Source: an optimization exercise on an open RTL-to-GDS flow (aim: small area, a short achievable clock period and few clock cycles). Production flows keep margins and buffers that such runs may drop. In this exercise RTL edits were held to simulation tests only and were not proved equivalent to the original.

==> trial 72 <==
Design calendar_date_stepper, start of the top module:
module calendar_date_stepper
#(
    parameter int unsigned MAX_YEAR = 9999
) (
    input  logic               aclk,
    input  logic               aresetn,
    input  logic               cfg_wr_en,
    input  logic [MASK_W-1:0]  cfg_wr_data,
    input  logic               s_valid,
    output logic               s_ready,
    input  logic [1:0]         s_req_type,
    input  logic               s_step_back,
    input  logic [COUNT_W-1:0] s_step_count,
    input  logic [DAY_W-1:0]   s_load_day,
    input  logic [MONTH_W-1:0] s_load_month,
    input  logic [YEAR_W-1:0]  s_load_year,
    output logic               m_valid,
    input  logic               m_ready,
    output logic [DAY_W-1:0]   m_out_day,
    output logic [MONTH_W-1:0] m_out_month,
    output logic [YEAR_W-1:0]  m_out_year,
    output logic [WD_W-1:0]    m_weekday,
    output logic [DOY_W-1:0]   m_day_of_year,
    output logic               m_is_leap,
    output logic [DAY_W-1:0]   m_month_length,
    output logic               m_date_valid,
    output logic               m_is_weekend,
    output logic               m_range_error
);
clock: 9.0 ns
lec_check: 0
abc_area: 1
cap_margin: 20
core_margin: 2
core_utilization: 40
slew_margin: 20
run.sh (not shown) runs the stock make flow with config.mk's settings and CLKGATE_MAP_FILE= SYNTH_SCRIPT=/design/flow/synth_recipe.tcl, a recipe that flattens the netlist after the stock synthesis.
==> inputs of trial 21, as changes to trial 72 <==
ABC_AREA = not set   (was 1)
==> inputs of trial 43, as changes to trial 72 <==
--- a/flow/design.v
+++ b/flow/design.v
@@ -673,14 +673,56 @@
     logic        mcar;
     logic [3:0]  mr;
     cds_div3 #(.W(14)) u_div3 (.x(s_step_count[15:2]), .q(n3q), .r(n3r));
     assign mterm = s_step_back ? 4'd12 - o_month : o_month - 4'd1;
     assign mt    = 5'({n3r, s_step_count[1:0]}) + 5'(mterm);
     assign mcar  = (mt >= 5'd12);
     assign mr    = mcar ? 4'(mt - 5'd12) : mt[3:0];
+    logic       small_d, small_m;
+    logic       s_lm, s_lp;
+    logic [1:0] s_a;
+    logic [6:0] s_b;
+    assign small_d = (s_step_count < 16'd365);
+    assign small_m = (s_step_count < 16'd12);
+    assign s_lm    = (yc400[1:0] == 2'd1) && (yc400 != 9'd101) && (yc400 != 9'd201) && (yc400 != 9'd301);
+    assign s_lp    = (yc400[1:0] == 2'd3) && (yc400 != 9'd99) && (yc400 != 9'd199) && (yc400 != 9'd299);
+    always_comb begin
+        if (yc400 >= 9'd300)      begin s_a = 2'd3; s_b = 7'(yc400 - 9'd300); end
+        else if (yc400 >= 9'd200) begin s_a = 2'd2; s_b = 7'(yc400 - 9'd200); end
+        else if (yc400 >= 9'd100) begin s_a = 2'd1; s_b = 7'(yc400 - 9'd100); end
+        else                      begin s_a = 2'd0; s_b = 7'(yc400);          end
+    end
+    logic [4:0]  mts;
+    logic        mcs, sm_hi, sm_lo;
+    logic [3:0]  mrs, mcm;
+    logic [15:0] ysm;
+    logic [1:0]  asm_;
+    logic [6:0]  bsm;
+    assign mts   = 5'(s_step_count[3:0]) + 5'(mterm);
+    assign mcs   = (mts >= 5'd12);
+    assign mrs   = mcs ? 4'(mts - 5'd12) : mts[3:0];
+    assign sm_hi = !s_step_back && mcs && (o_year == 14'(MAX_YEAR));
+    assign sm_lo = s_step_back && mcs && (o_year == 14'd1);
+    assign mcm   = sm_hi ? 4'd12 : sm_lo ? 4'd1 : (s_step_back ? 4'd12 - mrs : mrs + 4'd1);
+    always_comb begin
+        ysm  = 16'(o_year);
+        asm_ = s_a;
+        bsm  = s_b;
+        if (mcs && !sm_hi && !sm_lo) begin
+            if (!s_step_back) begin
+                ysm = 16'(o_year) + 16'd1;
+                if (s_b == 7'd99) begin bsm = 7'd0; asm_ = s_a + 2'd1; end
+                else              bsm = s_b + 7'd1;
+            end else begin
+                ysm = 16'(o_year) - 16'd1;
+                if (s_b == 7'd0) begin bsm = 7'd99; asm_ = s_a - 2'd1; end
+                else             bsm = s_b - 7'd1;
+            end
+        end
+    end
     logic signed [10:0] t4, t4s, d4, pd;
     logic [2:0]         cnt;
     logic [2:0]         kx;
     logic [10:0]        dy365;
     logic signed [10:0] r0;
     logic               e_lp, e_lm, e_lpp;
     assign t4     = 11'(yc400[1:0]) + 11'(de) + 11'sd3;
@@ -744,19 +786,25 @@
     assign mc   = f_hi ? 4'd12 : f_lo ? 4'd1 : wm;
     always_comb begin
         if (f_hi)                 dys = (o_year >= 14'd9997) ? 2'(2'd3 - o_year[1:0]) : 2'd3;
         else if (f_lo)            dys = (o_year <= 14'd3) ? 2'(o_year - 14'd1) : 2'd3;
         else if ((wq >= 13'd3) || ((wq == 13'd2) && wc)) dys = 2'd3;
         else                      dys = wq[1:0] + 2'(wc);
     end
+    logic       n_back;
+    logic [3:0] n_to;
+    logic [1:0] n_dys;
+    assign n_back = (st == ST_IDLE) ? s_step_back : rback;
+    assign n_to   = (st == ST_IDLE) ? mcm : mc;
+    assign n_dys  = (st == ST_IDLE) ? 2'((mcs && !sm_hi && !sm_lo)) : dys;
     always_comb begin
-        if (!rback) nf = 4'(dys) - 4'(mc == 4'd1) + 4'(o_month == 4'd1);
-        else        nf = 4'(dys) - 4'(o_month < 4'd3) + 4'(mc < 4'd3);
+        if (!n_back) nf = 4'(n_dys) - 4'(n_to == 4'd1) + 4'(o_month == 4'd1);
+        else         nf = 4'(n_dys) - 4'(o_month < 4'd3) + 4'(n_to < 4'd3);
     end
-    cds_pass30 u_p30 (.back(rback), .from(o_month), .to(mc), .hit(h30));
+    cds_pass30 u_p30 (.back(n_back), .from(o_month), .to(n_to), .hit(h30));
     assign fy = (st == ST_IDLE) ? s_load_year : ymv[13:0];
     cds_div100 u_div100 (.y(fy), .q(fq), .rem(frem));
     logic        g_lp, g_lm, g_lpp, g_feb;
     logic [4:0]  g_l, g_d, g_len;
     logic        g_valid;
     logic [8:0]  g_cum, g_doy;
     logic [2:0]  g_wd;
@@ -844,15 +892,16 @@
             if (cfg_wr_en) mask <= cfg_wr_data;
             if (commit_r || commit_d || commit_g) mvalid <= 1'b1;
             else if (m_ready)                     mvalid <= 1'b0;
             unique case (st)
                 ST_IDLE: begin
                     if (s_valid) begin
                         if (s_req_type == 2'd0) st <= ST_G;
-                        else if (acc_step)      st <= is_day ? ST_D1 : ST_M2;
+                        else if (acc_step)      st <= is_day ? (small_d ? ST_D2 : ST_D1)
+                                                     : (small_m ? ST_G : ST_M2);
                         else if (!outfree)      st <= ST_RW;
                     end
                 end
                 ST_RW:   if (outfree) st <= ST_IDLE;
                 ST_D1:   st <= ST_D2;
                 ST_D2:   if (outfree) st <= ST_IDLE;
                 ST_M2:   st <= ST_G;
@@ -896,30 +945,35 @@
     end
     always_ff @(posedge aclk) begin
         unique case (st)
             ST_IDLE: begin
                 rback <= s_step_back;
                 acc   <= acc_acc[10:0];
                 de    <= de_next;
-                wx    <= xe_next;
+                wx    <= small_d ? 11'(yc400) : xe_next;
+                fl_e  <= o_leap;
+                fl_m  <= s_lm;
+                fl_p  <= s_lp;
+                nfc   <= (nf >= 4'sd2) ? 2'd2 : (nf == 4'sd1) ? 2'd1 : 2'd0;
+                has30 <= h30;
                 wc    <= mcar;
                 wdn   <= wdn_next;
                 rmon  <= is_mon;
-                werr  <= is_step && !fit;
+                werr  <= (is_step && !fit) || (is_mon && (sm_hi || sm_lo));
                 wq    <= n3q[12:0];
-                wa    <= fq;
-                wrem  <= frem;
+                wa    <= is_mon ? asm_ : fq;
+                wrem  <= is_mon ? bsm : frem;
                 if (s_req_type == 2'd0) begin
                     wdd <= s_load_day;
                     wm  <= s_load_month;
                     wy  <= 16'(s_load_year);
                 end else begin
                     wdd <= o_day;
-                    wm  <= s_step_back ? 4'd12 - mr : mr + 4'd1;
-                    wy  <= 16'(o_year);
+                    wm  <= small_m ? mcm : (s_step_back ? 4'd12 - mr : mr + 4'd1);
+                    wy  <= (is_mon && small_m) ? ysm : 16'(o_year);
                 end
             end
             ST_D1: begin
                 acc  <= r0;
                 wy   <= 16'(o_year) + 16'(de);
                 fl_e <= e_lp;
                 fl_m <= e_lm;
==> flow_summary.yaml <==
floorplan:
  core_area_um2: 60000
  floorplan.initialDensity: 0.402
  floorplan.rows: 90
timing:
  timing.final.setup_violations: 3
  setup_ws_ns: -0.223
  fin_skew_ns: 0.0151
min_path:
  hold_path_startpoint: "o_day[0]$_SDFFE_PN1P_"
finish:
  layout.cell_area.non_filler_um2: 28800
  final_core_utilization: 0.479
status:
  so_faults: "setup timing"
  status: "complete, but fails checks"
logic_synthesis:
  post_synth_edffs: 92
drt:
  sum_of_routed_wire_length_over_all_layers_um: 80800
That was trial 21.
==> flow_summary.yaml <==
logic_synthesis:
  post_synth_edffs: 91
timing:
  timing.final.setup_violations: 0
  slew-limit-headroom: 0.256
  setup_ws_ns: 0.624
  fin_skew_ns: 0.0128
finish:
  layout.cell_area.non_filler_um2: 28400
  final_core_utilization: 0.450
  final_layout_size_suffix_gt1_frac: 0.0636
cts:
  hold_buffers: 0
  cts.sink_count: 169
min_path:
  hold_path_startpoint: "o_len[0]$_SDFFE_PN1P_"
floorplan:
  floorplan.rows: 92
  floorplan.initialDensity: 0.403
  core_area_um2: 63000
status:
  status: "timing/DRC/antenna clean"
global_routing:
  groute.usage.overall: 0.258
That was trial 43.
==> flow_summary.yaml <==
status:
  status: "timing/DRC/antenna clean"
min_path:
  hold_path_class: "flop to flop"
  hold_path_startpoint: "o_err$_SDFFE_PN0P_"
timing:
  fin_skew_ns: 0.0118
  timing.final.setup_violations: 0
floorplan:
  core_area_um2: 58900
  floorplan.initialDensity: 0.404
logic_synthesis:
  post_synth_edffs: 92
finish:
  layout.cell_area.non_filler_um2: 26600
drt:
  sum_of_routed_wire_length_over_all_layers_um: 74100
That was trial 72.
Testbench counts of trial 72, summed over its fixed seeds: cycles 2,663.
Testbench counts of trial 21, summed over its fixed seeds: cycles 2,663.
Testbench counts of trial 43, summed over its fixed seeds: cycles 2,192.

## afterwards: timing with drivers on the ports
In the flow no input, the clock included, has a driving cell. The finished layouts below were timed again as built, in two steps. Step 1, drivers: a clkbuf_16 drives aclk and a buf_2 each remaining input, both assumed. Step 2 adds t to the input delays and takes it off the output delays; t is the mean of the earliest and latest rising clock arrival at the registers after step 1. Input paths then give back, and output paths get back, about the clock's delay inside the block. a / b / c = no drivers / after step 1 / after step 2; a / b = the first two.
| run | shift t [ns] | setup slack, ns | clock arrival spread, ns | cell pins on the clock port's net |
|---|---|---|---|---|
| trial 72 | 0.528 | 0.558 / 0.558 / 0.249 | 0.013 / 0.013 | 1 |
| trial 21 | 0.508 | -0.223 / -0.223 / -0.404 | 0.015 / 0.015 | 1 |
| trial 43 | 0.557 | 0.624 / 0.624 / 0.220 | 0.013 / 0.013 | 1 |
For trial 43, which loses most, drivers alone change the setup slack by 0.000 ns; drivers and shift together by -0.404 ns.
